What follows belongs to an exercise in optimizing a design on an open flow for small area, a short achievable clock period and few clock cycles; a production flow would make more cautious choices. In this exercise RTL edits were held to simulation tests only and were not proved equivalent to the original. No activity file was given, so power comes from the tool's default toggle rates.

`flow/design.v`:
```
package hough_pkg;
   localparam int IMG_DIM         = 10;    
   localparam int MAX_EDGES       = 32;    
   localparam int NUM_RAD_BINS    = 16;    
   localparam int MIN_RADIUS      = 1;
   localparam int MAX_RADIUS      = 6;
   localparam int X_VOTE_MIN      = 2;     
   localparam int Y_VOTE_MIN      = 1;
   localparam int DEFAULT_CENT_LO = 4;     
   localparam int DEFAULT_CENT_HI = 5;
   typedef logic [3:0] coord_t;       
   typedef logic [9:0] row_t;         
   typedef logic [9:0] cent_mask_t;   
   typedef logic [7:0] vote_t;        
   typedef logic [5:0] edge_cnt_t;    
   typedef logic [4:0] edge_idx_t;
   typedef logic [7:0] dist_sq_t;     
   typedef logic [3:0] radius_t;
   typedef logic [5:0] rad_cnt_t;
   typedef logic [7:0] rad_mask_t;    
   localparam coord_t LAST_COORD = coord_t'(IMG_DIM - 1);
   localparam logic [6*(MAX_RADIUS+1)-1:0] RAD_THRESH = {
      6'd13, 6'd12, 6'd10, 6'd8, 6'd4, 6'd4, 6'd0
   };
   typedef struct packed {
      coord_t x;   
      coord_t y;   
   } edge_pt_t;
   typedef struct packed {
      cent_mask_t x_mask;
      cent_mask_t y_mask;
   } cand_t;
   typedef struct packed {
      coord_t    x;
      coord_t    y;
      rad_mask_t rad_mask;
      logic      last;   
   } result_t;
   typedef enum logic [2:0] {
      LOAD, SCAN, PAIR_X, PAIR_Y, MASK, WAIT
   } voter_state_e;
   typedef enum logic [2:0] {
      IDLE, NEXT_CENT, FEED, DRAIN, JUDGE, EMIT
   } rad_state_e;
endpackage
`timescale 1ns/1ps
module radius_voter (
   input  logic        clk,
   input  logic        i_en,     
   input  logic [99:0] i_img,    
   input  logic [9:1]  i_u,      
   input  logic [9:1]  i_v,      
   output logic [6:1]  o_mask    
);
   wire [9:1] u = i_u;
   wire [9:1] v = i_v;
   wire r1g0_t0 = i_img[1] & v[1];
   wire r1g0_t1 = i_img[9] & ~v[9];
   wire r1g0_t2 = i_img[10] & u[1];
   wire r1g0_t3 = i_img[11] & ((u[1] & v[1]));
   wire r1g0_s1 = r1g0_t0 ^ r1g0_t1 ^ r1g0_t2;
   wire r1g0_c2 = (r1g0_t0 & r1g0_t1) | (r1g0_t0 & r1g0_t2) | (r1g0_t1 & r1g0_t2);
   wire [2:0] r1g0_n = {1'b0, r1g0_c2, r1g0_s1} + {1'b0, 1'b0, r1g0_t3};
   logic [2:0] r1g0_q;
   wire r1g1_t0 = i_img[19] & ((u[1] & ~v[9]));
   wire r1g1_t1 = i_img[90] & ~u[9];
   wire r1g1_t2 = i_img[91] & ((~u[9] & v[1]));
   wire r1g1_t3 = i_img[99] & ((~u[9] & ~v[9]));
   wire r1g1_s1 = r1g1_t0 ^ r1g1_t1 ^ r1g1_t2;
   wire r1g1_c2 = (r1g1_t0 & r1g1_t1) | (r1g1_t0 & r1g1_t2) | (r1g1_t1 & r1g1_t2);
   wire [2:0] r1g1_n = {1'b0, r1g1_c2, r1g1_s1} + {1'b0, 1'b0, r1g1_t3};
   logic [2:0] r1g1_q;
   wire r1z_s1 = r1g0_q[2] ^ r1g1_q[2] ^ 1'b1;
   wire r1z_c2 = (r1g0_q[2] & r1g1_q[2]) | (r1g0_q[2] & 1'b1) | (r1g1_q[2] & 1'b1);
   assign o_mask[1] = ((1'b1 & 1'b0) | ((1'b1 | 1'b0) & ((1'b1 & 1'b0) | ((1'b1 | 1'b0) & ((r1z_c2 & 1'b1) | ((r1z_c2 | 1'b1) & ((r1z_s1 & 1'b0) | ((r1z_s1 | 1'b0) & ((r1g0_q[1] & r1g1_q[1]) | ((r1g0_q[1] | r1g1_q[1]) & ((r1g0_q[0] & r1g1_q[0]) | ((r1g0_q[0] | r1g1_q[0]) & 1'b0))))))))))));
   wire r2g0_t0 = i_img[2] & v[2];
   wire r2g0_t1 = i_img[8] & ~v[8];
   wire r2g0_t2 = i_img[12] & ((u[1] & v[2]));
   wire r2g0_t3 = i_img[18] & ((u[1] & ~v[8]));
   wire r2g0_t4 = i_img[20] & u[2];
   wire r2g0_t5 = i_img[21] & ((u[2] & v[1]));
   wire r2g0_s1 = r2g0_t0 ^ r2g0_t1 ^ r2g0_t2;
   wire r2g0_c2 = (r2g0_t0 & r2g0_t1) | (r2g0_t0 & r2g0_t2) | (r2g0_t1 & r2g0_t2);
   wire r2g0_s3 = r2g0_t3 ^ r2g0_t4 ^ r2g0_t5;
   wire r2g0_c4 = (r2g0_t3 & r2g0_t4) | (r2g0_t3 & r2g0_t5) | (r2g0_t4 & r2g0_t5);
   wire [2:0] r2g0_n = {1'b0, r2g0_c2, r2g0_s1} + {1'b0, r2g0_c4, r2g0_s3};
   logic [2:0] r2g0_q;
   wire r2g1_t0 = i_img[22] & ((u[2] & v[2]));
   wire r2g1_t1 = i_img[28] & ((u[2] & ~v[8]));
   wire r2g1_t2 = i_img[29] & ((u[2] & ~v[9]));
   wire r2g1_t3 = i_img[80] & ~u[8];
   wire r2g1_t4 = i_img[81] & ((~u[8] & v[1]));
   wire r2g1_s1 = r2g1_t0 ^ r2g1_t1 ^ r2g1_t2;
   wire r2g1_c2 = (r2g1_t0 & r2g1_t1) | (r2g1_t0 & r2g1_t2) | (r2g1_t1 & r2g1_t2);
   wire r2g1_s3 = r2g1_s1 ^ r2g1_t3 ^ r2g1_t4;
   wire r2g1_c4 = (r2g1_s1 & r2g1_t3) | (r2g1_s1 & r2g1_t4) | (r2g1_t3 & r2g1_t4);
   wire [2:0] r2g1_n = {1'b0, r2g1_c4, r2g1_s3} + {1'b0, r2g1_c2, 1'b0};
   logic [2:0] r2g1_q;
   wire r2g2_t0 = i_img[82] & ((~u[8] & v[2]));
   wire r2g2_t1 = i_img[88] & ((~u[8] & ~v[8]));
   wire r2g2_t2 = i_img[89] & ((~u[8] & ~v[9]));
   wire r2g2_t3 = i_img[92] & ((~u[9] & v[2]));
   wire r2g2_t4 = i_img[98] & ((~u[9] & ~v[8]));
   wire r2g2_s1 = r2g2_t0 ^ r2g2_t1 ^ r2g2_t2;
   wire r2g2_c2 = (r2g2_t0 & r2g2_t1) | (r2g2_t0 & r2g2_t2) | (r2g2_t1 & r2g2_t2);
   wire r2g2_s3 = r2g2_s1 ^ r2g2_t3 ^ r2g2_t4;
   wire r2g2_c4 = (r2g2_s1 & r2g2_t3) | (r2g2_s1 & r2g2_t4) | (r2g2_t3 & r2g2_t4);
   wire [2:0] r2g2_n = {1'b0, r2g2_c4, r2g2_s3} + {1'b0, r2g2_c2, 1'b0};
   logic [2:0] r2g2_q;
   wire r2z_s1 = r2g0_q[0] ^ r2g1_q[0] ^ r2g2_q[0];
   wire r2z_c2 = (r2g0_q[0] & r2g1_q[0]) | (r2g0_q[0] & r2g2_q[0]) | (r2g1_q[0] & r2g2_q[0]);
   wire r2z_s3 = r2g0_q[1] ^ r2g1_q[1] ^ r2g2_q[1];
   wire r2z_c4 = (r2g0_q[1] & r2g1_q[1]) | (r2g0_q[1] & r2g2_q[1]) | (r2g1_q[1] & r2g2_q[1]);
   wire r2z_s5 = r2g0_q[2] ^ r2g1_q[2] ^ r2g2_q[2];
   wire r2z_c6 = (r2g0_q[2] & r2g1_q[2]) | (r2g0_q[2] & r2g2_q[2]) | (r2g1_q[2] & r2g2_q[2]);
   wire r2z_s7 = r2z_c4 ^ r2z_s5 ^ 1'b1;
   wire r2z_c8 = (r2z_c4 & r2z_s5) | (r2z_c4 & 1'b1) | (r2z_s5 & 1'b1);
   wire r2z_s9 = r2z_c8 ^ r2z_c6 ^ 1'b1;
   wire r2z_c10 = (r2z_c8 & r2z_c6) | (r2z_c8 & 1'b1) | (r2z_c6 & 1'b1);
   assign o_mask[2] = ((1'b1 & 1'b0) | ((1'b1 | 1'b0) & ((r2z_c10 & 1'b1) | ((r2z_c10 | 1'b1) & ((r2z_s9 & 1'b0) | ((r2z_s9 | 1'b0) & ((r2z_s7 & 1'b0) | ((r2z_s7 | 1'b0) & ((r2z_c2 & r2z_s3) | ((r2z_c2 | r2z_s3) & ((r2z_s1 & 1'b0) | ((r2z_s1 | 1'b0) & 1'b0))))))))))));
   wire r3g0_t0 = i_img[3] & v[3];
   wire r3g0_t1 = i_img[7] & ~v[7];
   wire r3g0_t2 = i_img[13] & ((u[1] & v[3]));
   wire r3g0_t3 = i_img[17] & ((u[1] & ~v[7]));
   wire r3g0_t4 = i_img[23] & ((u[2] & v[3]));
   wire r3g0_t5 = i_img[27] & ((u[2] & ~v[7]));
   wire r3g0_t6 = i_img[30] & u[3];
   wire r3g0_s1 = r3g0_t0 ^ r3g0_t1 ^ r3g0_t2;
   wire r3g0_c2 = (r3g0_t0 & r3g0_t1) | (r3g0_t0 & r3g0_t2) | (r3g0_t1 & r3g0_t2);
   wire r3g0_s3 = r3g0_t3 ^ r3g0_t4 ^ r3g0_t5;
   wire r3g0_c4 = (r3g0_t3 & r3g0_t4) | (r3g0_t3 & r3g0_t5) | (r3g0_t4 & r3g0_t5);
   wire r3g0_s5 = r3g0_s1 ^ r3g0_s3 ^ r3g0_t6;
   wire r3g0_c6 = (r3g0_s1 & r3g0_s3) | (r3g0_s1 & r3g0_t6) | (r3g0_s3 & r3g0_t6);
   wire r3g0_s7 = r3g0_c6 ^ r3g0_c2 ^ r3g0_c4;
   wire r3g0_c8 = (r3g0_c6 & r3g0_c2) | (r3g0_c6 & r3g0_c4) | (r3g0_c2 & r3g0_c4);
   wire [3:0] r3g0_n = {1'b0, r3g0_c8, r3g0_s7, r3g0_s5} + {1'b0, 1'b0, 1'b0, 1'b0};
   logic [2:0] r3g0_q;
   wire r3g1_t0 = i_img[31] & ((u[3] & v[1]));
   wire r3g1_t1 = i_img[32] & ((u[3] & v[2]));
   wire r3g1_t2 = i_img[38] & ((u[3] & ~v[8]));
   wire r3g1_t3 = i_img[39] & ((u[3] & ~v[9]));
   wire r3g1_t4 = i_img[70] & ~u[7];
   wire r3g1_t5 = i_img[71] & ((~u[7] & v[1]));
   wire r3g1_t6 = i_img[72] & ((~u[7] & v[2]));
   wire r3g1_s1 = r3g1_t0 ^ r3g1_t1 ^ r3g1_t2;
   wire r3g1_c2 = (r3g1_t0 & r3g1_t1) | (r3g1_t0 & r3g1_t2) | (r3g1_t1 & r3g1_t2);
   wire r3g1_s3 = r3g1_t3 ^ r3g1_t4 ^ r3g1_t5;
   wire r3g1_c4 = (r3g1_t3 & r3g1_t4) | (r3g1_t3 & r3g1_t5) | (r3g1_t4 & r3g1_t5);
   wire r3g1_s5 = r3g1_s1 ^ r3g1_s3 ^ r3g1_t6;
   wire r3g1_c6 = (r3g1_s1 & r3g1_s3) | (r3g1_s1 & r3g1_t6) | (r3g1_s3 & r3g1_t6);
   wire r3g1_s7 = r3g1_c6 ^ r3g1_c2 ^ r3g1_c4;
   wire r3g1_c8 = (r3g1_c6 & r3g1_c2) | (r3g1_c6 & r3g1_c4) | (r3g1_c2 & r3g1_c4);
   wire [3:0] r3g1_n = {1'b0, r3g1_c8, r3g1_s7, r3g1_s5} + {1'b0, 1'b0, 1'b0, 1'b0};
   logic [2:0] r3g1_q;
   wire r3g2_t0 = i_img[78] & ((~u[7] & ~v[8]));
   wire r3g2_t1 = i_img[79] & ((~u[7] & ~v[9]));
   wire r3g2_t2 = i_img[83] & ((~u[8] & v[3]));
   wire r3g2_t3 = i_img[87] & ((~u[8] & ~v[7]));
   wire r3g2_t4 = i_img[93] & ((~u[9] & v[3]));
   wire r3g2_t5 = i_img[97] & ((~u[9] & ~v[7]));
   wire r3g2_s1 = r3g2_t0 ^ r3g2_t1 ^ r3g2_t2;
   wire r3g2_c2 = (r3g2_t0 & r3g2_t1) | (r3g2_t0 & r3g2_t2) | (r3g2_t1 & r3g2_t2);
   wire r3g2_s3 = r3g2_t3 ^ r3g2_t4 ^ r3g2_t5;
   wire r3g2_c4 = (r3g2_t3 & r3g2_t4) | (r3g2_t3 & r3g2_t5) | (r3g2_t4 & r3g2_t5);
   wire [2:0] r3g2_n = {1'b0, r3g2_c2, r3g2_s1} + {1'b0, r3g2_c4, r3g2_s3};
   logic [2:0] r3g2_q;
   wire r3z_s1 = r3g0_q[0] ^ r3g1_q[0] ^ r3g2_q[0];
   wire r3z_c2 = (r3g0_q[0] & r3g1_q[0]) | (r3g0_q[0] & r3g2_q[0]) | (r3g1_q[0] & r3g2_q[0]);
   wire r3z_s3 = r3g0_q[1] ^ r3g1_q[1] ^ r3g2_q[1];
   wire r3z_c4 = (r3g0_q[1] & r3g1_q[1]) | (r3g0_q[1] & r3g2_q[1]) | (r3g1_q[1] & r3g2_q[1]);
   wire r3z_s5 = r3g0_q[2] ^ r3g1_q[2] ^ r3g2_q[2];
   wire r3z_c6 = (r3g0_q[2] & r3g1_q[2]) | (r3g0_q[2] & r3g2_q[2]) | (r3g1_q[2] & r3g2_q[2]);
   assign o_mask[3] = ((1'b1 & 1'b0) | ((1'b1 | 1'b0) & ((1'b1 & 1'b0) | ((1'b1 | 1'b0) & ((r3z_c6 & 1'b1) | ((r3z_c6 | 1'b1) & ((r3z_c4 & r3z_s5) | ((r3z_c4 | r3z_s5) & ((r3z_c2 & r3z_s3) | ((r3z_c2 | r3z_s3) & ((r3z_s1 & 1'b0) | ((r3z_s1 | 1'b0) & 1'b0))))))))))));
   wire r4g0_t0 = i_img[4] & v[4];
   wire r4g0_t1 = i_img[6] & ~v[6];
   wire r4g0_t2 = i_img[14] & ((u[1] & v[4]));
   wire r4g0_t3 = i_img[16] & ((u[1] & ~v[6]));
   wire r4g0_t4 = i_img[24] & ((u[2] & v[4]));
   wire r4g0_t5 = i_img[26] & ((u[2] & ~v[6]));
   wire r4g0_s1 = r4g0_t0 ^ r4g0_t1 ^ r4g0_t2;
   wire r4g0_c2 = (r4g0_t0 & r4g0_t1) | (r4g0_t0 & r4g0_t2) | (r4g0_t1 & r4g0_t2);
   wire r4g0_s3 = r4g0_t3 ^ r4g0_t4 ^ r4g0_t5;
   wire r4g0_c4 = (r4g0_t3 & r4g0_t4) | (r4g0_t3 & r4g0_t5) | (r4g0_t4 & r4g0_t5);
   wire [2:0] r4g0_n = {1'b0, r4g0_c2, r4g0_s1} + {1'b0, r4g0_c4, r4g0_s3};
   logic [2:0] r4g0_q;
   wire r4g1_t0 = i_img[33] & ((u[3] & v[3]));
   wire r4g1_t1 = i_img[37] & ((u[3] & ~v[7]));
   wire r4g1_t2 = i_img[40] & u[4];
   wire r4g1_t3 = i_img[41] & ((u[4] & v[1]));
   wire r4g1_t4 = i_img[42] & ((u[4] & v[2]));
   wire r4g1_t5 = i_img[48] & ((u[4] & ~v[8]));
   wire r4g1_s1 = r4g1_t0 ^ r4g1_t1 ^ r4g1_t2;
   wire r4g1_c2 = (r4g1_t0 & r4g1_t1) | (r4g1_t0 & r4g1_t2) | (r4g1_t1 & r4g1_t2);
   wire r4g1_s3 = r4g1_t3 ^ r4g1_t4 ^ r4g1_t5;
   wire r4g1_c4 = (r4g1_t3 & r4g1_t4) | (r4g1_t3 & r4g1_t5) | (r4g1_t4 & r4g1_t5);
   wire [2:0] r4g1_n = {1'b0, r4g1_c2, r4g1_s1} + {1'b0, r4g1_c4, r4g1_s3};
   logic [2:0] r4g1_q;
   wire r4g2_t0 = i_img[49] & ((u[4] & ~v[9]));
   wire r4g2_t1 = i_img[60] & ~u[6];
   wire r4g2_t2 = i_img[61] & ((~u[6] & v[1]));
   wire r4g2_t3 = i_img[62] & ((~u[6] & v[2]));
   wire r4g2_t4 = i_img[68] & ((~u[6] & ~v[8]));
   wire r4g2_t5 = i_img[69] & ((~u[6] & ~v[9]));
   wire r4g2_s1 = r4g2_t0 ^ r4g2_t1 ^ r4g2_t2;
   wire r4g2_c2 = (r4g2_t0 & r4g2_t1) | (r4g2_t0 & r4g2_t2) | (r4g2_t1 & r4g2_t2);
   wire r4g2_s3 = r4g2_t3 ^ r4g2_t4 ^ r4g2_t5;
   wire r4g2_c4 = (r4g2_t3 & r4g2_t4) | (r4g2_t3 & r4g2_t5) | (r4g2_t4 & r4g2_t5);
   wire [2:0] r4g2_n = {1'b0, r4g2_c2, r4g2_s1} + {1'b0, r4g2_c4, r4g2_s3};
   logic [2:0] r4g2_q;
   wire r4g3_t0 = i_img[73] & ((~u[7] & v[3]));
   wire r4g3_t1 = i_img[77] & ((~u[7] & ~v[7]));
   wire r4g3_t2 = i_img[84] & ((~u[8] & v[4]));
   wire r4g3_t3 = i_img[86] & ((~u[8] & ~v[6]));
   wire r4g3_t4 = i_img[94] & ((~u[9] & v[4]));
   wire r4g3_t5 = i_img[96] & ((~u[9] & ~v[6]));
   wire r4g3_s1 = r4g3_t0 ^ r4g3_t1 ^ r4g3_t2;
   wire r4g3_c2 = (r4g3_t0 & r4g3_t1) | (r4g3_t0 & r4g3_t2) | (r4g3_t1 & r4g3_t2);
   wire r4g3_s3 = r4g3_t3 ^ r4g3_t4 ^ r4g3_t5;
   wire r4g3_c4 = (r4g3_t3 & r4g3_t4) | (r4g3_t3 & r4g3_t5) | (r4g3_t4 & r4g3_t5);
   wire [2:0] r4g3_n = {1'b0, r4g3_c2, r4g3_s1} + {1'b0, r4g3_c4, r4g3_s3};
   logic [2:0] r4g3_q;
   wire r4z_s1 = r4g0_q[0] ^ r4g1_q[0] ^ r4g2_q[0];
   wire r4z_c2 = (r4g0_q[0] & r4g1_q[0]) | (r4g0_q[0] & r4g2_q[0]) | (r4g1_q[0] & r4g2_q[0]);
   wire r4z_s3 = r4g0_q[1] ^ r4g1_q[1] ^ r4g2_q[1];
   wire r4z_c4 = (r4g0_q[1] & r4g1_q[1]) | (r4g0_q[1] & r4g2_q[1]) | (r4g1_q[1] & r4g2_q[1]);
   wire r4z_s5 = r4g0_q[2] ^ r4g1_q[2] ^ r4g2_q[2];
   wire r4z_c6 = (r4g0_q[2] & r4g1_q[2]) | (r4g0_q[2] & r4g2_q[2]) | (r4g1_q[2] & r4g2_q[2]);
   wire r4z_s7 = r4z_c2 ^ r4z_s3 ^ r4g3_q[1];
   wire r4z_c8 = (r4z_c2 & r4z_s3) | (r4z_c2 & r4g3_q[1]) | (r4z_s3 & r4g3_q[1]);
   wire r4z_s9 = r4z_c4 ^ r4z_s5 ^ r4g3_q[2];
   wire r4z_c10 = (r4z_c4 & r4z_s5) | (r4z_c4 & r4g3_q[2]) | (r4z_s5 & r4g3_q[2]);
   wire r4z_s11 = r4z_c8 ^ r4z_s9 ^ 1'b1;
   wire r4z_c12 = (r4z_c8 & r4z_s9) | (r4z_c8 & 1'b1) | (r4z_s9 & 1'b1);
   wire r4z_s13 = r4z_c12 ^ r4z_c10 ^ r4z_c6;
   wire r4z_c14 = (r4z_c12 & r4z_c10) | (r4z_c12 & r4z_c6) | (r4z_c10 & r4z_c6);
   assign o_mask[4] = ((1'b1 & 1'b0) | ((1'b1 | 1'b0) & ((r4z_c14 & 1'b1) | ((r4z_c14 | 1'b1) & ((r4z_s13 & 1'b0) | ((r4z_s13 | 1'b0) & ((r4z_s11 & 1'b0) | ((r4z_s11 | 1'b0) & ((r4z_s7 & 1'b1) | ((r4z_s7 | 1'b1) & ((r4z_s1 & r4g3_q[0]) | ((r4z_s1 | r4g3_q[0]) & 1'b0))))))))))));
   wire r5g0_t0 = i_img[5];
   wire r5g0_t1 = i_img[15] & u[1];
   wire r5g0_t2 = i_img[25] & u[2];
   wire r5g0_t3 = i_img[34] & ((u[3] & v[4]));
   wire r5g0_t4 = i_img[35] & u[3];
   wire r5g0_t5 = i_img[36] & ((u[3] & ~v[6]));
   wire r5g0_t6 = i_img[43] & ((u[4] & v[3]));
   wire r5g0_s1 = r5g0_t0 ^ r5g0_t1 ^ r5g0_t2;
   wire r5g0_c2 = (r5g0_t0 & r5g0_t1) | (r5g0_t0 & r5g0_t2) | (r5g0_t1 & r5g0_t2);
   wire r5g0_s3 = r5g0_t3 ^ r5g0_t4 ^ r5g0_t5;
   wire r5g0_c4 = (r5g0_t3 & r5g0_t4) | (r5g0_t3 & r5g0_t5) | (r5g0_t4 & r5g0_t5);
   wire r5g0_s5 = r5g0_s1 ^ r5g0_s3 ^ r5g0_t6;
   wire r5g0_c6 = (r5g0_s1 & r5g0_s3) | (r5g0_s1 & r5g0_t6) | (r5g0_s3 & r5g0_t6);
   wire r5g0_s7 = r5g0_c6 ^ r5g0_c2 ^ r5g0_c4;
   wire r5g0_c8 = (r5g0_c6 & r5g0_c2) | (r5g0_c6 & r5g0_c4) | (r5g0_c2 & r5g0_c4);
   wire [3:0] r5g0_n = {1'b0, r5g0_c8, r5g0_s7, r5g0_s5} + {1'b0, 1'b0, 1'b0, 1'b0};
   logic [2:0] r5g0_q;
   wire r5g1_t0 = i_img[44] & ((u[4] & v[4]));
   wire r5g1_t1 = i_img[46] & ((u[4] & ~v[6]));
   wire r5g1_t2 = i_img[47] & ((u[4] & ~v[7]));
   wire r5g1_t3 = i_img[50];
   wire r5g1_t4 = i_img[51] & v[1];
   wire r5g1_t5 = i_img[52] & v[2];
   wire r5g1_t6 = i_img[53] & v[3];
   wire r5g1_s1 = r5g1_t0 ^ r5g1_t1 ^ r5g1_t2;
   wire r5g1_c2 = (r5g1_t0 & r5g1_t1) | (r5g1_t0 & r5g1_t2) | (r5g1_t1 & r5g1_t2);
   wire r5g1_s3 = r5g1_t3 ^ r5g1_t4 ^ r5g1_t5;
   wire r5g1_c4 = (r5g1_t3 & r5g1_t4) | (r5g1_t3 & r5g1_t5) | (r5g1_t4 & r5g1_t5);
   wire r5g1_s5 = r5g1_s1 ^ r5g1_s3 ^ r5g1_t6;
   wire r5g1_c6 = (r5g1_s1 & r5g1_s3) | (r5g1_s1 & r5g1_t6) | (r5g1_s3 & r5g1_t6);
   wire r5g1_s7 = r5g1_c6 ^ r5g1_c2 ^ r5g1_c4;
   wire r5g1_c8 = (r5g1_c6 & r5g1_c2) | (r5g1_c6 & r5g1_c4) | (r5g1_c2 & r5g1_c4);
   wire [3:0] r5g1_n = {1'b0, r5g1_c8, r5g1_s7, r5g1_s5} + {1'b0, 1'b0, 1'b0, 1'b0};
   logic [2:0] r5g1_q;
   wire r5g2_t0 = i_img[57] & ~v[7];
   wire r5g2_t1 = i_img[58] & ~v[8];
   wire r5g2_t2 = i_img[59] & ~v[9];
   wire r5g2_t3 = i_img[63] & ((~u[6] & v[3]));
   wire r5g2_t4 = i_img[64] & ((~u[6] & v[4]));
   wire r5g2_t5 = i_img[66] & ((~u[6] & ~v[6]));
   wire r5g2_s1 = r5g2_t0 ^ r5g2_t1 ^ r5g2_t2;
   wire r5g2_c2 = (r5g2_t0 & r5g2_t1) | (r5g2_t0 & r5g2_t2) | (r5g2_t1 & r5g2_t2);
   wire r5g2_s3 = r5g2_t3 ^ r5g2_t4 ^ r5g2_t5;
   wire r5g2_c4 = (r5g2_t3 & r5g2_t4) | (r5g2_t3 & r5g2_t5) | (r5g2_t4 & r5g2_t5);
   wire [2:0] r5g2_n = {1'b0, r5g2_c2, r5g2_s1} + {1'b0, r5g2_c4, r5g2_s3};
   logic [2:0] r5g2_q;
   wire r5g3_t0 = i_img[67] & ((~u[6] & ~v[7]));
   wire r5g3_t1 = i_img[74] & ((~u[7] & v[4]));
   wire r5g3_t2 = i_img[75] & ~u[7];
   wire r5g3_t3 = i_img[76] & ((~u[7] & ~v[6]));
   wire r5g3_t4 = i_img[85] & ~u[8];
   wire r5g3_t5 = i_img[95] & ~u[9];
   wire r5g3_s1 = r5g3_t0 ^ r5g3_t1 ^ r5g3_t2;
   wire r5g3_c2 = (r5g3_t0 & r5g3_t1) | (r5g3_t0 & r5g3_t2) | (r5g3_t1 & r5g3_t2);
   wire r5g3_s3 = r5g3_t3 ^ r5g3_t4 ^ r5g3_t5;
   wire r5g3_c4 = (r5g3_t3 & r5g3_t4) | (r5g3_t3 & r5g3_t5) | (r5g3_t4 & r5g3_t5);
   wire [2:0] r5g3_n = {1'b0, r5g3_c2, r5g3_s1} + {1'b0, r5g3_c4, r5g3_s3};
   logic [2:0] r5g3_q;
   wire r5z_s1 = r5g0_q[0] ^ r5g1_q[0] ^ r5g2_q[0];
   wire r5z_c2 = (r5g0_q[0] & r5g1_q[0]) | (r5g0_q[0] & r5g2_q[0]) | (r5g1_q[0] & r5g2_q[0]);
   wire r5z_s3 = r5g0_q[1] ^ r5g1_q[1] ^ r5g2_q[1];
   wire r5z_c4 = (r5g0_q[1] & r5g1_q[1]) | (r5g0_q[1] & r5g2_q[1]) | (r5g1_q[1] & r5g2_q[1]);
   wire r5z_s5 = r5g0_q[2] ^ r5g1_q[2] ^ r5g2_q[2];
   wire r5z_c6 = (r5g0_q[2] & r5g1_q[2]) | (r5g0_q[2] & r5g2_q[2]) | (r5g1_q[2] & r5g2_q[2]);
   wire r5z_s7 = r5z_c2 ^ r5z_s3 ^ r5g3_q[1];
   wire r5z_c8 = (r5z_c2 & r5z_s3) | (r5z_c2 & r5g3_q[1]) | (r5z_s3 & r5g3_q[1]);
   wire r5z_s9 = r5z_c4 ^ r5z_s5 ^ r5g3_q[2];
   wire r5z_c10 = (r5z_c4 & r5z_s5) | (r5z_c4 & r5g3_q[2]) | (r5z_s5 & r5g3_q[2]);
   wire r5z_s11 = r5z_c8 ^ r5z_s9 ^ 1'b1;
   wire r5z_c12 = (r5z_c8 & r5z_s9) | (r5z_c8 & 1'b1) | (r5z_s9 & 1'b1);
   wire r5z_s13 = r5z_c12 ^ r5z_c10 ^ r5z_c6;
   wire r5z_c14 = (r5z_c12 & r5z_c10) | (r5z_c12 & r5z_c6) | (r5z_c10 & r5z_c6);
   assign o_mask[5] = ((1'b1 & 1'b0) | ((1'b1 | 1'b0) & ((r5z_c14 & 1'b1) | ((r5z_c14 | 1'b1) & ((r5z_s13 & 1'b0) | ((r5z_s13 | 1'b0) & ((r5z_s11 & 1'b0) | ((r5z_s11 | 1'b0) & ((r5z_s7 & 1'b0) | ((r5z_s7 | 1'b0) & ((r5z_s1 & r5g3_q[0]) | ((r5z_s1 | r5g3_q[0]) & 1'b0))))))))))));
   wire r6g0_t0 = i_img[4] & ~v[4];
   wire r6g0_t1 = i_img[6] & v[6];
   wire r6g0_t2 = i_img[14] & ((u[1] & ~v[4]));
   wire r6g0_t3 = i_img[16] & ((u[1] & v[6]));
   wire r6g0_t4 = i_img[24] & ((u[2] & ~v[4]));
   wire r6g0_t5 = i_img[26] & ((u[2] & v[6]));
   wire r6g0_t6 = i_img[34] & ((u[3] & ~v[4]));
   wire r6g0_s1 = r6g0_t0 ^ r6g0_t1 ^ r6g0_t2;
   wire r6g0_c2 = (r6g0_t0 & r6g0_t1) | (r6g0_t0 & r6g0_t2) | (r6g0_t1 & r6g0_t2);
   wire r6g0_s3 = r6g0_t3 ^ r6g0_t4 ^ r6g0_t5;
   wire r6g0_c4 = (r6g0_t3 & r6g0_t4) | (r6g0_t3 & r6g0_t5) | (r6g0_t4 & r6g0_t5);
   wire r6g0_s5 = r6g0_s1 ^ r6g0_s3 ^ r6g0_t6;
   wire r6g0_c6 = (r6g0_s1 & r6g0_s3) | (r6g0_s1 & r6g0_t6) | (r6g0_s3 & r6g0_t6);
   wire r6g0_s7 = r6g0_c6 ^ r6g0_c2 ^ r6g0_c4;
   wire r6g0_c8 = (r6g0_c6 & r6g0_c2) | (r6g0_c6 & r6g0_c4) | (r6g0_c2 & r6g0_c4);
   wire [3:0] r6g0_n = {1'b0, r6g0_c8, r6g0_s7, r6g0_s5} + {1'b0, 1'b0, 1'b0, 1'b0};
   logic [2:0] r6g0_q;
   wire r6g1_t0 = i_img[36] & ((u[3] & v[6]));
   wire r6g1_t1 = i_img[40] & ~u[4];
   wire r6g1_t2 = i_img[41] & ((~u[4] & v[1]));
   wire r6g1_t3 = i_img[42] & ((~u[4] & v[2]));
   wire r6g1_t4 = i_img[43] & ((~u[4] & v[3]));
   wire r6g1_t5 = i_img[45] & u[4];
   wire r6g1_t6 = i_img[47] & ((~u[4] & ~v[7]));
   wire r6g1_s1 = r6g1_t0 ^ r6g1_t1 ^ r6g1_t2;
   wire r6g1_c2 = (r6g1_t0 & r6g1_t1) | (r6g1_t0 & r6g1_t2) | (r6g1_t1 & r6g1_t2);
   wire r6g1_s3 = r6g1_t3 ^ r6g1_t4 ^ r6g1_t5;
   wire r6g1_c4 = (r6g1_t3 & r6g1_t4) | (r6g1_t3 & r6g1_t5) | (r6g1_t4 & r6g1_t5);
   wire r6g1_s5 = r6g1_s1 ^ r6g1_s3 ^ r6g1_t6;
   wire r6g1_c6 = (r6g1_s1 & r6g1_s3) | (r6g1_s1 & r6g1_t6) | (r6g1_s3 & r6g1_t6);
   wire r6g1_s7 = r6g1_c6 ^ r6g1_c2 ^ r6g1_c4;
   wire r6g1_c8 = (r6g1_c6 & r6g1_c2) | (r6g1_c6 & r6g1_c4) | (r6g1_c2 & r6g1_c4);
   wire [3:0] r6g1_n = {1'b0, r6g1_c8, r6g1_s7, r6g1_s5} + {1'b0, 1'b0, 1'b0, 1'b0};
   logic [2:0] r6g1_q;
   wire r6g2_t0 = i_img[48] & ((~u[4] & ~v[8]));
   wire r6g2_t1 = i_img[49] & ((~u[4] & ~v[9]));
   wire r6g2_t2 = i_img[54] & v[4];
   wire r6g2_t3 = i_img[56] & ~v[6];
   wire r6g2_t4 = i_img[60] & u[6];
   wire r6g2_t5 = i_img[61] & ((u[6] & v[1]));
   wire r6g2_s1 = r6g2_t0 ^ r6g2_t1 ^ r6g2_t2;
   wire r6g2_c2 = (r6g2_t0 & r6g2_t1) | (r6g2_t0 & r6g2_t2) | (r6g2_t1 & r6g2_t2);
   wire r6g2_s3 = r6g2_t3 ^ r6g2_t4 ^ r6g2_t5;
   wire r6g2_c4 = (r6g2_t3 & r6g2_t4) | (r6g2_t3 & r6g2_t5) | (r6g2_t4 & r6g2_t5);
   wire [2:0] r6g2_n = {1'b0, r6g2_c2, r6g2_s1} + {1'b0, r6g2_c4, r6g2_s3};
   logic [2:0] r6g2_q;
   wire r6g3_t0 = i_img[62] & ((u[6] & v[2]));
   wire r6g3_t1 = i_img[63] & ((u[6] & v[3]));
   wire r6g3_t2 = i_img[65] & ~u[6];
   wire r6g3_t3 = i_img[67] & ((u[6] & ~v[7]));
   wire r6g3_t4 = i_img[68] & ((u[6] & ~v[8]));
   wire r6g3_t5 = i_img[69] & ((u[6] & ~v[9]));
   wire r6g3_s1 = r6g3_t0 ^ r6g3_t1 ^ r6g3_t2;
   wire r6g3_c2 = (r6g3_t0 & r6g3_t1) | (r6g3_t0 & r6g3_t2) | (r6g3_t1 & r6g3_t2);
   wire r6g3_s3 = r6g3_t3 ^ r6g3_t4 ^ r6g3_t5;
   wire r6g3_c4 = (r6g3_t3 & r6g3_t4) | (r6g3_t3 & r6g3_t5) | (r6g3_t4 & r6g3_t5);
   wire [2:0] r6g3_n = {1'b0, r6g3_c2, r6g3_s1} + {1'b0, r6g3_c4, r6g3_s3};
   logic [2:0] r6g3_q;
   wire r6g4_t0 = i_img[74] & ((~u[7] & ~v[4]));
   wire r6g4_t1 = i_img[76] & ((~u[7] & v[6]));
   wire r6g4_t2 = i_img[84] & ((~u[8] & ~v[4]));
   wire r6g4_t3 = i_img[86] & ((~u[8] & v[6]));
   wire r6g4_t4 = i_img[94] & ((~u[9] & ~v[4]));
   wire r6g4_t5 = i_img[96] & ((~u[9] & v[6]));
   wire r6g4_s1 = r6g4_t0 ^ r6g4_t1 ^ r6g4_t2;
   wire r6g4_c2 = (r6g4_t0 & r6g4_t1) | (r6g4_t0 & r6g4_t2) | (r6g4_t1 & r6g4_t2);
   wire r6g4_s3 = r6g4_t3 ^ r6g4_t4 ^ r6g4_t5;
   wire r6g4_c4 = (r6g4_t3 & r6g4_t4) | (r6g4_t3 & r6g4_t5) | (r6g4_t4 & r6g4_t5);
   wire [2:0] r6g4_n = {1'b0, r6g4_c2, r6g4_s1} + {1'b0, r6g4_c4, r6g4_s3};
   logic [2:0] r6g4_q;
   wire r6z_s1 = r6g0_q[0] ^ r6g1_q[0] ^ r6g2_q[0];
   wire r6z_c2 = (r6g0_q[0] & r6g1_q[0]) | (r6g0_q[0] & r6g2_q[0]) | (r6g1_q[0] & r6g2_q[0]);
   wire r6z_s3 = r6g3_q[0] ^ r6g4_q[0] ^ 1'b1;
   wire r6z_c4 = (r6g3_q[0] & r6g4_q[0]) | (r6g3_q[0] & 1'b1) | (r6g4_q[0] & 1'b1);
   wire r6z_s5 = r6g0_q[1] ^ r6g1_q[1] ^ r6g2_q[1];
   wire r6z_c6 = (r6g0_q[1] & r6g1_q[1]) | (r6g0_q[1] & r6g2_q[1]) | (r6g1_q[1] & r6g2_q[1]);
   wire r6z_s7 = r6g3_q[1] ^ r6g4_q[1] ^ 1'b1;
   wire r6z_c8 = (r6g3_q[1] & r6g4_q[1]) | (r6g3_q[1] & 1'b1) | (r6g4_q[1] & 1'b1);
   wire r6z_s9 = r6g0_q[2] ^ r6g1_q[2] ^ r6g2_q[2];
   wire r6z_c10 = (r6g0_q[2] & r6g1_q[2]) | (r6g0_q[2] & r6g2_q[2]) | (r6g1_q[2] & r6g2_q[2]);
   wire r6z_s11 = r6z_c2 ^ r6z_c4 ^ r6z_s5;
   wire r6z_c12 = (r6z_c2 & r6z_c4) | (r6z_c2 & r6z_s5) | (r6z_c4 & r6z_s5);
   wire r6z_s13 = r6z_c6 ^ r6z_c8 ^ r6z_s9;
   wire r6z_c14 = (r6z_c6 & r6z_c8) | (r6z_c6 & r6z_s9) | (r6z_c8 & r6z_s9);
   wire r6z_s15 = r6z_c12 ^ r6z_s13 ^ r6g3_q[2];
   wire r6z_c16 = (r6z_c12 & r6z_s13) | (r6z_c12 & r6g3_q[2]) | (r6z_s13 & r6g3_q[2]);
   wire r6z_s17 = r6z_c16 ^ r6z_c14 ^ r6z_c10;
   wire r6z_c18 = (r6z_c16 & r6z_c14) | (r6z_c16 & r6z_c10) | (r6z_c14 & r6z_c10);
   assign o_mask[6] = ((1'b1 & 1'b0) | ((1'b1 | 1'b0) & ((r6z_c18 & 1'b1) | ((r6z_c18 | 1'b1) & ((r6z_s17 & 1'b0) | ((r6z_s17 | 1'b0) & ((r6z_s15 & r6g4_q[2]) | ((r6z_s15 | r6g4_q[2]) & ((r6z_s11 & r6z_s7) | ((r6z_s11 | r6z_s7) & ((r6z_s1 & r6z_s3) | ((r6z_s1 | r6z_s3) & 1'b0))))))))))));
   always_ff @(posedge clk) begin
      if (i_en) begin
         r1g0_q <= r1g0_n[2:0];
         r1g1_q <= r1g1_n[2:0];
         r2g0_q <= r2g0_n[2:0];
         r2g1_q <= r2g1_n[2:0];
         r2g2_q <= r2g2_n[2:0];
         r3g0_q <= r3g0_n[2:0];
         r3g1_q <= r3g1_n[2:0];
         r3g2_q <= r3g2_n[2:0];
         r4g0_q <= r4g0_n[2:0];
         r4g1_q <= r4g1_n[2:0];
         r4g2_q <= r4g2_n[2:0];
         r4g3_q <= r4g3_n[2:0];
         r5g0_q <= r5g0_n[2:0];
         r5g1_q <= r5g1_n[2:0];
         r5g2_q <= r5g2_n[2:0];
         r5g3_q <= r5g3_n[2:0];
         r6g0_q <= r6g0_n[2:0];
         r6g1_q <= r6g1_n[2:0];
         r6g2_q <= r6g2_n[2:0];
         r6g3_q <= r6g3_n[2:0];
         r6g4_q <= r6g4_n[2:0];
      end
   end
endmodule
`timescale 1ns/1ps
module hough_top (
   input  logic                clk,
   input  logic                i_rst_n,
   input  logic                i_row_valid,
   input  hough_pkg::row_t     i_row,
   output logic                o_row_ready,
   output logic                o_res_valid,
   output hough_pkg::result_t  o_res,
   input  logic                i_res_ready
);
   logic [9:0] a_q [10];      
   logic [3:0] rcnt_q;        
   logic       afull_q;       
   logic       vld1_q;        
   logic [3:0] vrow_q;        
   logic       bvalid_q;      
   logic       take;
   logic       xfer;
   assign xfer        = afull_q && !bvalid_q;
   assign o_row_ready = !afull_q || !bvalid_q;
   assign take        = i_row_valid && o_row_ready;
   always_ff @(posedge clk or negedge i_rst_n) begin
      if (!i_rst_n) begin
         rcnt_q  <= '0;
         afull_q <= 1'b0;
         vld1_q  <= 1'b0;
      end else begin
         vld1_q <= take;
         if (xfer) begin
            rcnt_q  <= take ? 4'd1 : 4'd0;
            afull_q <= 1'b0;
         end else if (take) begin
            rcnt_q  <= rcnt_q + 4'd1;
            afull_q <= (rcnt_q == 4'd9);
         end
      end
   end
   always_ff @(posedge clk) begin
      if (take) begin
         vrow_q <= xfer ? 4'd0 : rcnt_q;
         for (int i = 0; i < 9; i++) a_q[i] <= a_q[i+1];
         a_q[9] <= i_row;
      end
   end
   logic [1:0] xv_q [10];     
   logic [1:0] yv_q [1:9];    
   logic [2:0] xinc [10];
   logic [1:0] yinc [1:5];
   logic       first;
   function automatic logic [2:0] tadd(input logic [2:0] a, input logic [2:0] b);
      tadd[0] = a[0] | b[0];
      tadd[1] = a[1] | b[1] | (a[0] & b[0]);
      tadd[2] = a[2] | b[2] | (a[1] & b[0]) | (a[0] & b[1]);
   endfunction
   function automatic logic [2:0] tcnt10(input logic [9:0] m);
      logic [2:0] l1 [5];
      logic [2:0] l2 [3];
      for (int k = 0; k < 5; k++)
         l1[k] = {1'b0, m[2*k] & m[2*k+1], m[2*k] | m[2*k+1]};
      l2[0] = tadd(l1[0], l1[1]);
      l2[1] = tadd(l1[2], l1[3]);
      l2[2] = l1[4];
      tcnt10 = tadd(tadd(l2[0], l2[1]), l2[2]);
   endfunction
   assign first = (vrow_q == 4'd0);
   logic [9:0] xpairs [10];
   always_comb begin
      int n;
      for (int c = 0; c < 10; c++) begin
         xpairs[c] = '0;
         n = 0;
         for (int a = 0; a < 9; a++)
            for (int b = a + 1; b < 10; b++)
               if (((a + b) >> 1) == c) begin
                  xpairs[c][n] = a_q[9][a] & a_q[9][b];
                  n = n + 1;
               end
         xinc[c] = tcnt10(xpairs[c]);
      end
   end
   logic [2:0] ym1, ym2;
   always_comb begin
      for (int e = 1; e <= 5; e++) begin
         ym1 = (vrow_q >= 4'(2*e-1)) ? tcnt10(a_q[9] & a_q[9-(2*e-1)]) : 3'd0;
         ym2 = (e < 5 && vrow_q >= 4'(2*e)) ? tcnt10(a_q[9] & a_q[(9-2*e) < 0 ? 0 : 9-2*e]) : 3'd0;
         yinc[e] = tadd(ym1, ym2);
      end
   end
   logic [1:0] xv_n [10];
   logic [1:0] yv_n [1:9];
   logic [2:0] xo, xs_;
   logic [1:0] yo;
   always_comb begin
      for (int c = 0; c < 10; c++) begin
         xo      = first ? 3'd0 : {xv_q[c] == 2'd3, xv_q[c][1], xv_q[c] != 2'd0};
         xs_     = tadd(xo, xinc[c]);
         xv_n[c] = {xs_[1], xs_[2] | (xs_[0] & !xs_[1])};
      end
      for (int e = 1; e <= 9; e++) begin
         yo = (first || e == 1) ? 2'd0 : yv_q[e-1];
         if (e <= 5) begin
            yv_n[e][0] = yo[0] | yinc[e][0];
            yv_n[e][1] = yo[1] | yinc[e][1] | (yo[0] & yinc[e][0]);
         end else begin
            yv_n[e] = yo;
         end
      end
   end
   always_ff @(posedge clk) begin
      if (vld1_q) begin
         for (int c = 0; c < 10; c++) xv_q[c] <= xv_n[c];
         for (int e = 1; e <= 9; e++)  yv_q[e] <= yv_n[e];
      end
   end
   logic       v2_q;          
   logic       v2first_q;     
   logic [3:0] v2row_q;       
   logic [9:0] r2_q;          
   logic [3:0] pop_q;         
   logic [5:0] room_q;        
   logic [3:0] prow_q;        
   logic [9:0] pcol_q;        
   logic       cutok_q;       
   logic [3:0] pop1;
   logic [5:0] proom;
   logic [5:0] pleft;         
   logic       pcross;
   logic [2:0] plo [5];       
   logic [2:0] phi [5];       
   logic [3:0] r4;            
   logic [4:0] rhi;           
   logic [9:0] kc;
   function automatic logic [3:0] pop10(input logic [9:0] b);
      logic s0, c0, s1, c1, s2, c2, t0, d0, u1, f1, e0, g1, h;
      s0 = b[0] ^ b[1] ^ b[2];  c0 = (b[0] & b[1]) | (b[0] & b[2]) | (b[1] & b[2]);
      s1 = b[3] ^ b[4] ^ b[5];  c1 = (b[3] & b[4]) | (b[3] & b[5]) | (b[4] & b[5]);
      s2 = b[6] ^ b[7] ^ b[8];  c2 = (b[6] & b[7]) | (b[6] & b[8]) | (b[7] & b[8]);
      t0 = s0 ^ s1 ^ s2;        d0 = (s0 & s1) | (s0 & s2) | (s1 & s2);
      pop10[0] = t0 ^ b[9];     e0 = t0 & b[9];
      u1 = c0 ^ c1 ^ c2;        f1 = (c0 & c1) | (c0 & c2) | (c1 & c2);
      pop10[1] = u1 ^ d0 ^ e0;  g1 = (u1 & d0) | (u1 & e0) | (d0 & e0);
      pop10[2] = f1 ^ g1;       h  = f1 & g1;
      pop10[3] = h;
   endfunction
   assign pop1 = pop10(a_q[9]);
   always_comb begin
      proom  = v2first_q ? 6'd32 : room_q;
      pleft  = proom - {2'd0, pop_q};
      pcross = (proom != 6'd0) && ({2'd0, pop_q} >= proom);
      for (int j = 0; j < 5; j++) begin
         plo[j] = '0;
         phi[j] = '0;
         for (int k = 0; k <= j; k++) begin
            plo[j] = plo[j] + {2'd0, r2_q[k]};
            phi[j] = phi[j] + {2'd0, r2_q[5+k]};
         end
      end
      r4  = (proom > 6'd15) ? 4'd15 : proom[3:0];
      rhi = {1'b0, r4} - {2'd0, plo[4]};
      for (int j = 0; j < 5; j++) begin
         kc[j]   = {1'b0, plo[j]} <= r4;
         kc[5+j] = !rhi[4] && ({2'd0, phi[j]} <= rhi);
      end
   end
   always_ff @(posedge clk or negedge i_rst_n) begin
      if (!i_rst_n) v2_q <= 1'b0;
      else          v2_q <= vld1_q;
   end
   always_ff @(posedge clk) begin
      if (vld1_q) begin
         v2first_q <= first;
         v2row_q   <= vrow_q;
         r2_q      <= a_q[9];
         pop_q     <= pop1;
      end
      if (v2_q) begin
         room_q <= pcross ? 6'd0 : pleft;
         if (v2first_q) prow_q <= 4'd15;
         if (pcross) begin
            prow_q <= v2row_q;
            pcol_q <= kc;
         end
         if (v2first_q)                                        cutok_q <= 1'b0;
         else if (v2row_q == 4'd9)                             cutok_q <= 1'b1;
         else if (v2row_q == 4'd8 && !pcross && pleft > 6'd10) cutok_q <= 1'b1;
         else if (v2row_q == 4'd7 && !pcross && pleft > 6'd20) cutok_q <= 1'b1;
      end
   end
   logic [9:0] b_q [10];
   logic       mpend_q;       
   logic       cutpend_q;     
   logic       bmv_q;         
   logic       used_q;        
   logic [9:0] bxm_q;         
   logic [9:0] bym_q;         
   logic [3:0] bcx_q;
   logic [3:0] bcy_q;
   logic [9:0] xm_c;
   logic [9:0] ym_c;
   logic       xstep;
   logic       ystep;
   logic       bready;
   logic       sload;
   always_comb begin
      for (int c = 0; c < 10; c++) xm_c[c] = (xv_q[c] == 2'd3);
      for (int c = 0; c < 9; c++)  ym_c[c] = yv_q[9-c][1];
      ym_c[9] = 1'b0;
      if (xm_c == '0) xm_c = 10'h030;
      if (ym_c == '0) ym_c = 10'h030;
   end
   assign xstep  = bvalid_q && bmv_q && !cutpend_q && (!bxm_q[0] || used_q);
   assign ystep  = bvalid_q && bmv_q && !cutpend_q && !bym_q[0];
   assign bready = bvalid_q && bmv_q && !cutpend_q && bxm_q[0] && bym_q[0] && !used_q;
   always_ff @(posedge clk or negedge i_rst_n) begin
      if (!i_rst_n) begin
         bvalid_q <= 1'b0;
         mpend_q  <= 1'b0;
         cutpend_q <= 1'b0;
         bmv_q    <= 1'b0;
         used_q   <= 1'b0;
      end else begin
         mpend_q <= xfer;
         if (xfer) cutpend_q <= !cutok_q;
         else      cutpend_q <= cutpend_q && !cutok_q;
         if (xfer) begin
            bvalid_q <= 1'b1;
            bmv_q    <= 1'b0;
            used_q   <= 1'b0;
         end else begin
            if (mpend_q) bmv_q <= 1'b1;
            if (sload) begin
               if (bxm_q[9:1] == '0) bvalid_q <= 1'b0;
               else                  used_q   <= 1'b1;
            end else if (xstep) begin
               used_q <= 1'b0;
            end
         end
      end
   end
   always_ff @(posedge clk) begin
      if (xfer) begin
         bcx_q <= '0;
         bcy_q <= '0;
         for (int i = 0; i < 10; i++)
            for (int j = 0; j < 10; j++)
               b_q[i][j] <= a_q[i][j] &    
                            ((4'(i) < prow_q) || ((4'(i) == prow_q) && pcol_q[j]));
      end else begin
         if (mpend_q) begin
            bxm_q <= xm_c;
            bym_q <= ym_c;
         end
         if (cutpend_q)
            for (int i = 8; i < 10; i++)
               for (int j = 0; j < 10; j++)
                  b_q[i][j] <= b_q[i][j] &
                               ((4'(i) < prow_q) || ((4'(i) == prow_q) && pcol_q[j]));
         if (xstep) begin
            bcx_q <= bcx_q + 4'd1;
            bxm_q <= bxm_q >> 1;
         end
         if (ystep) begin
            bcy_q <= bcy_q + 4'd1;
            bym_q <= bym_q >> 1;
         end
         if (xstep || ystep)
            for (int i = 0; i < 10; i++)
               for (int j = 0; j < 10; j++)
                  b_q[i][j] <= b_q[(i + (ystep ? 1 : 0)) % 10][(j + (xstep ? 1 : 0)) % 10];
      end
   end
   logic [9:0] s_q [10];
   logic       svalid_q;
   logic [9:0] sym_q;         
   logic [3:0] scx_q;
   logic [3:0] scy_q;
   logic       slastx_q;      
   logic       sfinal;
   logic       sfinal_q;      
   logic       kvalid_q;      
   logic       stall;
   logic       adv;
   logic [99:0] s_flat;
   logic [9:1] u;             
   logic [9:1] v;             
   logic [6:1] rmask;
   assign stall  = kvalid_q;
   assign adv    = !stall;
   assign sfinal = sfinal_q;
   assign sload  = bready && (!svalid_q || (sfinal && adv));
   always_ff @(posedge clk or negedge i_rst_n) begin
      if (!i_rst_n) begin
         svalid_q <= 1'b0;
      end else begin
         if (sload)                       svalid_q <= 1'b1;
         else if (svalid_q && adv && sfinal) svalid_q <= 1'b0;
      end
   end
   always_ff @(posedge clk) begin
      if (sload) begin
         for (int i = 0; i < 10; i++) s_q[i] <= b_q[i];
         sym_q    <= bym_q;
         sfinal_q <= (bym_q[9:1] == '0);
         scx_q    <= bcx_q;
         for (int k = 1; k < 10; k++) begin
            u[k] <= ({1'b0, bcy_q} + 5'(k)) <= 5'd9;
            v[k] <= ({1'b0, bcx_q} + 5'(k)) <= 5'd9;
         end
         scy_q    <= bcy_q;
         slastx_q <= (bxm_q[9:1] == '0);
      end else if (svalid_q && adv) begin
         for (int i = 0; i < 10; i++) s_q[i] <= s_q[(i + 1) % 10];
         sym_q    <= sym_q >> 1;
         sfinal_q <= (sym_q[9:2] == '0);
         scy_q <= scy_q + 4'd1;
         u     <= {1'b0, u[9:2]};
      end
   end
   always_comb begin
      for (int i = 0; i < 10; i++)
         for (int j = 0; j < 10; j++) s_flat[10*i + j] = s_q[i][j];
   end
   radius_voter u_judge (
      .clk    (clk),
      .i_en   (adv),
      .i_img  (s_flat),
      .i_u    (u),
      .i_v    (v),
      .o_mask (rmask)
   );
   logic       pvalid_q;
   logic [3:0] pcx_q;
   logic [3:0] pcy_q;
   logic       plast_q;
   hough_pkg::result_t pres;
   hough_pkg::result_t kres_q;
   logic               offer;
   logic               ofree;
   assign pres  = {pcx_q, pcy_q, 1'b0, rmask, 1'b0, plast_q};
   assign offer = pvalid_q && adv;
   assign ofree = !o_res_valid || i_res_ready;
   always_ff @(posedge clk or negedge i_rst_n) begin
      if (!i_rst_n) begin
         pvalid_q    <= 1'b0;
         o_res_valid <= 1'b0;
         kvalid_q    <= 1'b0;
      end else begin
         if (adv) pvalid_q <= svalid_q && sym_q[0];
         if (ofree) begin
            o_res_valid <= kvalid_q || offer;
            kvalid_q    <= 1'b0;
         end else if (offer) begin
            kvalid_q    <= 1'b1;
         end
      end
   end
   always_ff @(posedge clk) begin
      if (adv) begin
         pcx_q   <= scx_q;
         pcy_q   <= scy_q;
         plast_q <= slastx_q && sfinal;
      end
      if (ofree) o_res  <= kvalid_q ? kres_q : pres;
      if (!kvalid_q) kres_q <= pres;
   end
endmodule
```
`flow/run.sh`:
```
#!/bin/bash
# synth_recipe.tcl (not shown) runs the flow's synth.tcl, then flattens the netlist and writes it again
# the make line also repeats each setting of config.mk as NAME=value (left out here)
make -C /OpenROAD-flow-scripts/flow DESIGN_CONFIG=/design/flow/config.mk WORK_HOME=/design/flow/orfs CLKGATE_MAP_FILE= SYNTH_SCRIPT=/design/flow/synth_recipe.tcl finish
```
`flow/config.mk`:
```
export PLATFORM = sky130hd
export DESIGN_NAME = hough_top
export DESIGN_NICKNAME = hough_top
export VERILOG_FILES = /design/flow/design.v
export SDC_FILE = /design/flow/constraint.sdc
export NUM_CORES = 4
export LEC_CHECK = 0
export ABC_CLOCK_PERIOD_IN_PS = 3200
export CAP_MARGIN = 20
export CORE_MARGIN = 2
export CORE_UTILIZATION = 55
export SETUP_SLACK_MARGIN = 4.8
export SLEW_MARGIN = 20
```
`flow/constraint.sdc`:
```
create_clock -name core_clock -period 8.0 [get_ports {clk}]
set_input_delay 1.6000 -clock core_clock [delete_from_list [all_inputs] [get_ports {clk}]]
set_output_delay 1.6000 -clock core_clock [all_outputs]
set_load 0.01 [all_outputs]
```
==> flow_summary.toml, run 1 <==
[sta]
max_freq_ghz = 0.2790
period_minus_slack_ns = 3.584
max_slew.worst_pin.slew_ns = 0.9868
finalMaxSlewViolations = 0
setup_tns_ns = 0
slew_headroom = 0.3421
setup_slack_ns = 4.416
finalHoldViolations = 0
finalCritPeriodShare = 0.4480
setup_viol = 0
rsz0062_at_grt = "true"
clock_skew_ns = 0.02040

[setup_path]
crit_chain = "fa_1 > ha_2 > fa_2 > ha_4 > inv_2 > fa_1 > inv_2 > buf_4 > buf_6 > ha_4 > a21oi_1 > a21oi_1 > a21oi_1"
worstSetupEndpointType = "register"
worst_r2r_path_depth = 13
cp_max_fo = 4
r2r_end = "pcol_q[6]$_DFFE_PP_"
worst-setup-path-type = "register to register"
slowest_delay_ns = 0.58
crit_path_start_kind = "register"
arrival_ns = 3.94
critPathSlowestCell = "fa_1"
r2r_start = "r2_q[2]$_DFFE_PP_"
cp_common_cell = "a21oi_1"
r2r_setup_slack_ns = 4.42
crit_required_ns = 8.35

[route]
routed_wl_um = 86920
drcViolationCount = 0
met1Wirelength_um = 36800
drt_iter0_markers = 2501
wl_per_cell_um = 24.20
highest_layer = "met4"
viasPerCell = 6.261
drt-pass1-iter-count = 6
dr_wl_met3_um = 7302
vias = 22480
drtAntennaViolNets = 0
met2_length_um = 40290

[yosys]
synth_area_leader_cell = "edfxtp_1"
synth_top_family_by_area = "simple AND/OR/NAND/NOR gates"
syn_avg_cell_area_sq_um = 11.00
synth_cell_types = 84
synth_compound_area_frac = 0.1305
synth_top_area_share = 0.5038
async_flop_share = 0.02847
synthTopCellsByArea = "edfxtp_1, nand2_1, fa_1, ha_1, mux2i_1"
seq_area_frac_synth = 0.5328
synth_fa_ha_area_frac = 0.1091
synth_simple_gate_area_frac = 0.1471
synth_seq_cells = 562
synth_edf_count = 521
synth_xor_area_frac = 0.007050
netlist_instances = 2823
synth_mux_area_frac = 0.03243
netlist_area_sq_mm = 0.03106
synth_ff_type = "edfxtp_1"
synth_nets = 3035
yosys_warnings = 54

[power]
power_density_mw_per_mm2 = 458.6
fin_total_pwr_w = 0.01562
p_int_w = 0.009316
swShare = 0.4036
p_leak_nw = 13.31
peakVddDrop_mv = 0.3056
comb_power_share = 0.406
pwr-share-seq = 0.422
p_switching_w = 0.006304
pwr-share-clk = 0.172

[global_routing]
grt_start_max_net_pins = 102
grt_pass1_wl_um = 131200
groute.usage.overall = 0.2923
grt_pass1_vias = 21570
antenna_found_initial = 0
overflow = 0

[cts]
hold_buffers = 0
clock_sinks = 562
cts-buffers-inserted = 60
cts_buffer_depth = 3
ctsRootBufferMaster = "clkbuf_16"
clkLatencyLatePin_ns = 0.63
clk_pin_slew_ns = 0.06
cts_tree = "built"
h-tree-depth = 2

[cells_and_area]
area_delta_synth_final_pct = 9.677
nets = 2998
diodes = 0
drive_above_1_share = 0.07372
fin_util = 0.6076
nFillCells = 4638

[placed_design]
place_congestion = 0.9361
preCtsSetupSlack_ns = 4.127
dp_hpwl_um = 61390
place.port_buffers = 32

[run]
maxCapViolCount = 0

[die]
initial_utilization = 0.5540
die-width_um = 241.6
pin_count = 33
fp.dieArea_sq_mm = 0.05838
row_count = 87
die_h_um = 241.6
core_sq_mm = 0.05606

[worst_hold_path]
min_from = "scx_q[2]$_DFFE_PP_"
worstHoldPathCells = 0
whs_endpoint = "pcx_q[2]$_DFFE_PN_"
hold_path_class = "register to register"

[outcome]
status = "complete, no violations"
## synth_stat cells (all sizes together) (14+ instances only)
cell type and number:
a31oi 40, o21ai 128, a21oi 116, a21o 21, o211ai 57, xnor2 17, nand3b 27, nand3 79
maj3 17, inv 149, nand2 555, ha 100, and3 34, dfrtp 16, a22oi 44, edfxtp 521
nor2b 23, fa 98, nand4 16, a22o 17, o221ai 73, dfxtp 25, nor2 113, nand2b 23
and2 41, buf 45, o21a 20, o22ai 14, mux2i 86, nor3b 18, clkbuf 128
## power groups by stage
stage          logic [W]  registers, W  clock network (W)
2_1_floorplan    0.00469       0.00584                  0
3_3_place_gp     0.00588       0.00660                  0
3_5_place_dp     0.00610       0.00661                  0
4_1_cts          0.00630       0.00656            0.00272
5_1_grt          0.00716       0.00670            0.00284
6_report         0.00634       0.00659            0.00268
## per-stage QoR
stage / hold slack (ns) / cell area [sq um] / std cells
after floorplan: 0.3790 / 31110 / 2823
after global placement: 0.4165 / 31910 / 3467
after detailed placement: 0.4280 / 31920 / 3467
after CTS: 0.4430 / 34000 / 3588
after global routing: 0.4531 / 34060 / 3591
final: 0.4415 / 34060 / 3591
## cell usage in the layout (no fill, tap or decap), types with 16 or more instances in the layout
cell,instances
nor2b_1,22
a22o_1,17
a22oi_1,44
a21oi_1,111
nand3_1,79
nand4_1,16
a21o_1,20
o21ai_0,122
dfxtp_1,25
edfxtp_1,521
nand2_1,552
o21a_1,20
clkdlybuf4s50_1,30
fa_1,97
inv_1,142
clkbuf_16,62
nor3b_1,17
buf_4,33
nand2b_1,22
o221ai_1,73
ha_1,93
mux2i_1,86
o211ai_1,57
a31oi_1,40
and3_1,34
and2_1,40
nand3b_1,27
clkinv_1,18
nor2_1,109
## state kept, by name (all words and copies together) (netlist names), 6 cells and up
register,flops
r2_q,10
room_q,6
xv_q,20
bym_q,9
yv_q,13
sym_q,9
o_res,17
kres_q,17
v,8
bxm_q,10
s_q,100
pcol_q,10
a_q,100
u,9
b_q,100
## kinds of logic after synthesis
group / Yosys count
AND/OR/NAND/NOR: 994
AO/OA/AOI/OAI: 603
flip-flops: 562
buffers and inverters: 325
adder cells (fa/ha/maj): 215
multiplexers: 99
XOR/XNOR: 25
## how the worst max path moves through the flow
stage / start / cells past startpoint / end
final: r2_q[2]$_DFFE_PP_ / 13 / pcol_q[6]$_DFFE_PP_
after floorplan: r2_q[2]$_DFFE_PP_ / 12 / pcol_q[9]$_DFFE_PP_
after global placement: i_row_valid / 3 / a_q[3][4]$_DFFE_PP_
after CTS: r2_q[1]$_DFFE_PP_ / 12 / pcol_q[9]$_DFFE_PP_
after global routing: r2_q[2]$_DFFE_PP_ / 13 / pcol_q[8]$_DFFE_PP_
after detailed placement: i_row_valid / 3 / a_q[3][5]$_DFFE_PP_
## cell type report
cell class / instances / area, sq um / area share
clock inverter: 36 / 247.7 / 0.007273
tap: 756 / 945.9 / 0.02777
sequential: 562 / 16550 / 0.4859
clock buffer: 75 / 1630 / 0.04786
multi-input combinational: 1938 / 13460 / 0.3950
inverter: 152 / 580.6 / 0.01704
timing repair buffer: 72 / 651.9 / 0.01914
## critical path: cells and delay by family, from the launching register on
kind	cells	cell delay, ns
AOI/OAI and AO/OA	3	0.25
adders and majority gates	6	2.26
buffers and inverters	4	0.38
DFF	1	0.43
## metal layers
metal  track usage  up-vias
met2        0.4604     1041
met5             0        -
met1        0.4196    11070
li1              -    10200
met3       0.04706      174
met4       0.08787        0
## repair_timing
| action | in CTS | in global routing |
|---|---|---|
| setup endpoints to repair | 374 | 247 |
| resized for setup | 29 | 8 |
| endpoints found under the hold margin | 0 | 0 |
| pin swaps | 16 | 10 |
| gates cloned | 1 | 1 |
| buffers inserted | 9 | 2 |
Testbench counts, summed over its fixed seeds: cycles 2,871.
==> run 2, diff against run 1 <==
--- a/flow/config.mk
+++ b/flow/config.mk
@@ -7,3 +7,2 @@
 export LEC_CHECK = 0
-export ABC_CLOCK_PERIOD_IN_PS = 3200
 export CAP_MARGIN = 20
==> run 2 against run 1 <==
Still clean on timing, DRC and antenna. Clock skew stayed put. Final area did not move. Synthesized area is the same. Global-route usage unchanged. Core utilization unchanged. Clock-buffer cell count is the same. Combinational power about the same. Hold slack unchanged. Cell count stayed put. Routed wire length unchanged. Synthesized cell count is the same. Critical endpoint unchanged.
==> flow_summary.toml, run 2 <==
[sta]
period_minus_slack_ns = 3.584
slew_headroom = 0.3421
rsz0062_at_grt = "true"
finalMaxSlewViolations = 0
max_slew.worst_pin.slew_ns = 0.9868
setup_tns_ns = 0
max_freq_ghz = 0.2790
setup_viol = 0
clock_skew_ns = 0.02040
finalHoldViolations = 0
timing.hold.ws_ns = 0.4415
finalCritPeriodShare = 0.4480

[setup_path]
cp_num_buf_inv = 4
crit_required_ns = 8.35
crit_family = "adder cells"
arrival_ns = 3.94
crit_start = "r2_q[2]$_DFFE_PP_"
cp_common_cell = "a21oi_1"
crit_path_start_kind = "register"
cp_max_fo = 4
worst-setup-path-type = "register to register"
r2r_setup_slack_ns = 4.42
worst_r2r_path_depth = 13
crit_chain = "fa_1 > ha_2 > fa_2 > ha_4 > inv_2 > fa_1 > inv_2 > buf_4 > buf_6 > ha_4 > a21oi_1 > a21oi_1 > a21oi_1"
worstSetupEndpointType = "register"
r2r_end = "pcol_q[6]$_DFFE_PP_"
slowest_delay_ns = 0.58
critPathSlowestCell = "fa_1"
r2r_start = "r2_q[2]$_DFFE_PP_"
critical_path_cell_count = 13

[cells_and_area]
final_common_cell = "nand2_1"
largestRegisters = "a_q: 100 flops, b_q: 100 flops, s_q: 100 flops"
nFillCells = 4638
diodes = 0
fin_util = 0.6076
layoutNonFillerInstCount = 3591
drive_above_1_share = 0.07372
area_delta_synth_final_pct = 9.677
final_cell_mix = "nand2_1, edfxtp_1, inv_1"
nets = 2998

[global_routing]
overflow = 0
grt_pass1_vias = 21570
grt_pass1_wl_um = 131200
groute.usage.overall = 0.2923
grt_start_max_net_pins = 102
antenna_found_initial = 0

[run]
maxCapViolCount = 0

[yosys]
synthTopCellsByCount = "nand2_1, edfxtp_1, inv_1"
syn_avg_cell_area_sq_um = 11.00
netlist_area_sq_mm = 0.03106
netlist_instances = 2823
seq_area_frac_synth = 0.5328
yosys_warnings = 54
synthTopCellsByArea = "edfxtp_1, nand2_1, fa_1, ha_1, mux2i_1"
synth_most_common_cell = "nand2_1"
async_flop_share = 0.02847
synth_seq_cells = 562
synth_ff_type = "edfxtp_1"
synth_nets = 3035
synth_cell_types = 84
synth_top_area_share = 0.5038
synth_edf_count = 521
synth_area_leader_cell = "edfxtp_1"

[cts]
clock_sinks = 562
hold_buffers = 0
h-tree-depth = 2
clk_pin_slew_ns = 0.06
clkLatencyLatePin_ns = 0.63
ctsRootBufferMaster = "clkbuf_16"
cts_tree = "built"
cts-buffers-inserted = 60
cts_buffer_depth = 3

[placed_design]
dp_hpwl_um = 61390
dp_cells = 3467
place_congestion = 0.9361
place.port_buffers = 32

[route]
drt_iter0_markers = 2501
wl_per_cell_um = 24.20
vias = 22480
routed_wl_um = 86920
drtAntennaViolNets = 0
drcViolationCount = 0
drt-pass1-iter-count = 6
viasPerCell = 6.261

[power]
p_leak_nw = 13.31
fin_total_pwr_w = 0.01562
peakVddDrop_mv = 0.3056
power_density_mw_per_mm2 = 458.6

[die]
die_h_um = 241.6
fp.dieArea_sq_mm = 0.05838
die-width_um = 241.6
pin_count = 33
initial_utilization = 0.5540
row_count = 87
core_sq_mm = 0.05606

[worst_hold_path]
worstHoldPathCells = 0
min_from = "scx_q[2]$_DFFE_PP_"
hold_path_class = "register to register"
whs_endpoint = "pcx_q[2]$_DFFE_PN_"

[outcome]
status = "complete, no violations"
==> run 2: cell counts in the layout (fill, tap and decap cells not counted) <==
Identical to the previous run, type by type.
==> run 2: metrics by stage <==
stage	instance area [sq um]	setup WS, ns
final	34060	4.416
after global routing	34060	4.272
after CTS	34000	4.419
after detailed placement	31920	4.127
after global placement	31910	4.183
after floorplan	31110	4.566
==> run 2: cells by family (layout without fill, tap and decap cells) <==
group,after synthesis,in the layout,share of synthesized area
XOR/XNOR,25,25,0.007050
multiplexers,99,99,0.03243
AO/OA/AOI/OAI,603,605,0.1305
adder cells (fa/ha/maj),215,215,0.1091
AND/OR/NAND/NOR,994,994,0.1471
buffers and inverters,325,335,0.04113
flip-flops,562,562,0.5328
==> run 2: report_power, final <==
group | internal, W | switching (W)
registers | 0.00523 | 0.00136
clock network | 0.00153 | 0.00115
logic | 0.00256 | 0.00378
==> run 2: how the worst max path moves through the flow <==
stage / to / slack [ns]
2_1_floorplan: pcol_q[9]$_DFFE_PP_ / 4.57
3_3_place_gp: a_q[3][4]$_DFFE_PP_ / 4.18
3_5_place_dp: a_q[3][5]$_DFFE_PP_ / 4.13
4_1_cts: pcol_q[9]$_DFFE_PP_ / 4.42
5_1_grt: pcol_q[8]$_DFFE_PP_ / 4.27
6_report: pcol_q[6]$_DFFE_PP_ / 4.42
==> run 2: layout make-up <==
class                           count  area (sq um)  area share
Clock buffer                       75          1630     0.04786
Sequential cell                   562         16550      0.4859
Timing Repair Buffer               72         651.9     0.01914
Multi-Input combinational cell   1938         13460      0.3950
Inverter                          152         580.6     0.01704
Clock inverter                     36         247.7    0.007273
Tap cell                          756         945.9     0.02777
==> run 2: per-layer routing <==
| metal | track usage | routed length, um | up-vias |
|---|---|---|---|
| li1 | - | - | 10200 |
| met1 | 0.4196 | 36800 | 11070 |
| met2 | 0.4604 | 40290 | 1041 |
| met3 | 0.04706 | 7302 | 174 |
| met4 | 0.08787 | 2517 | 0 |
| met5 | 0 | 0 | - |
==> run 2: what timing repair did <==
item,in CTS,in global routing
gates resized for setup,29,8
gates cloned,1,1
buffers inserted,9,2
hold endpoints to repair,0,0
setup endpoints to repair,374,247
pin swaps,16,10

==> re-timing with driven ports <==
In the flow no input, the clock included, has a driving cell. The finished layouts below were timed again as built, in two steps. Step 1 sets driving cells, clkbuf_16 on the clock port and buf_2 on the other inputs (assumed; they add their load-dependent delay and slew). Step 2 times the ports against the registers' clock, not the clock port: input delays grow and output delays shrink by t, the midpoint of the rising clock arrivals with the driver on. Slacks: ideal ports / drivers / drivers and shift; pairs: ideal ports / drivers.
| run | t (ns) | setup WS [ns] | worst register clock-pin slew, ns | cell pins on the clock port's net |
|---|---|---|---|---|
| run 1 | 0.684 | 4.416 / 4.416 / 4.240 | 0.06 / 0.06 | 1 |
| run 2 | 0.684 | 4.416 / 4.416 / 4.240 | 0.06 / 0.06 | 1 |
After both steps every run listed still meets setup and hold.
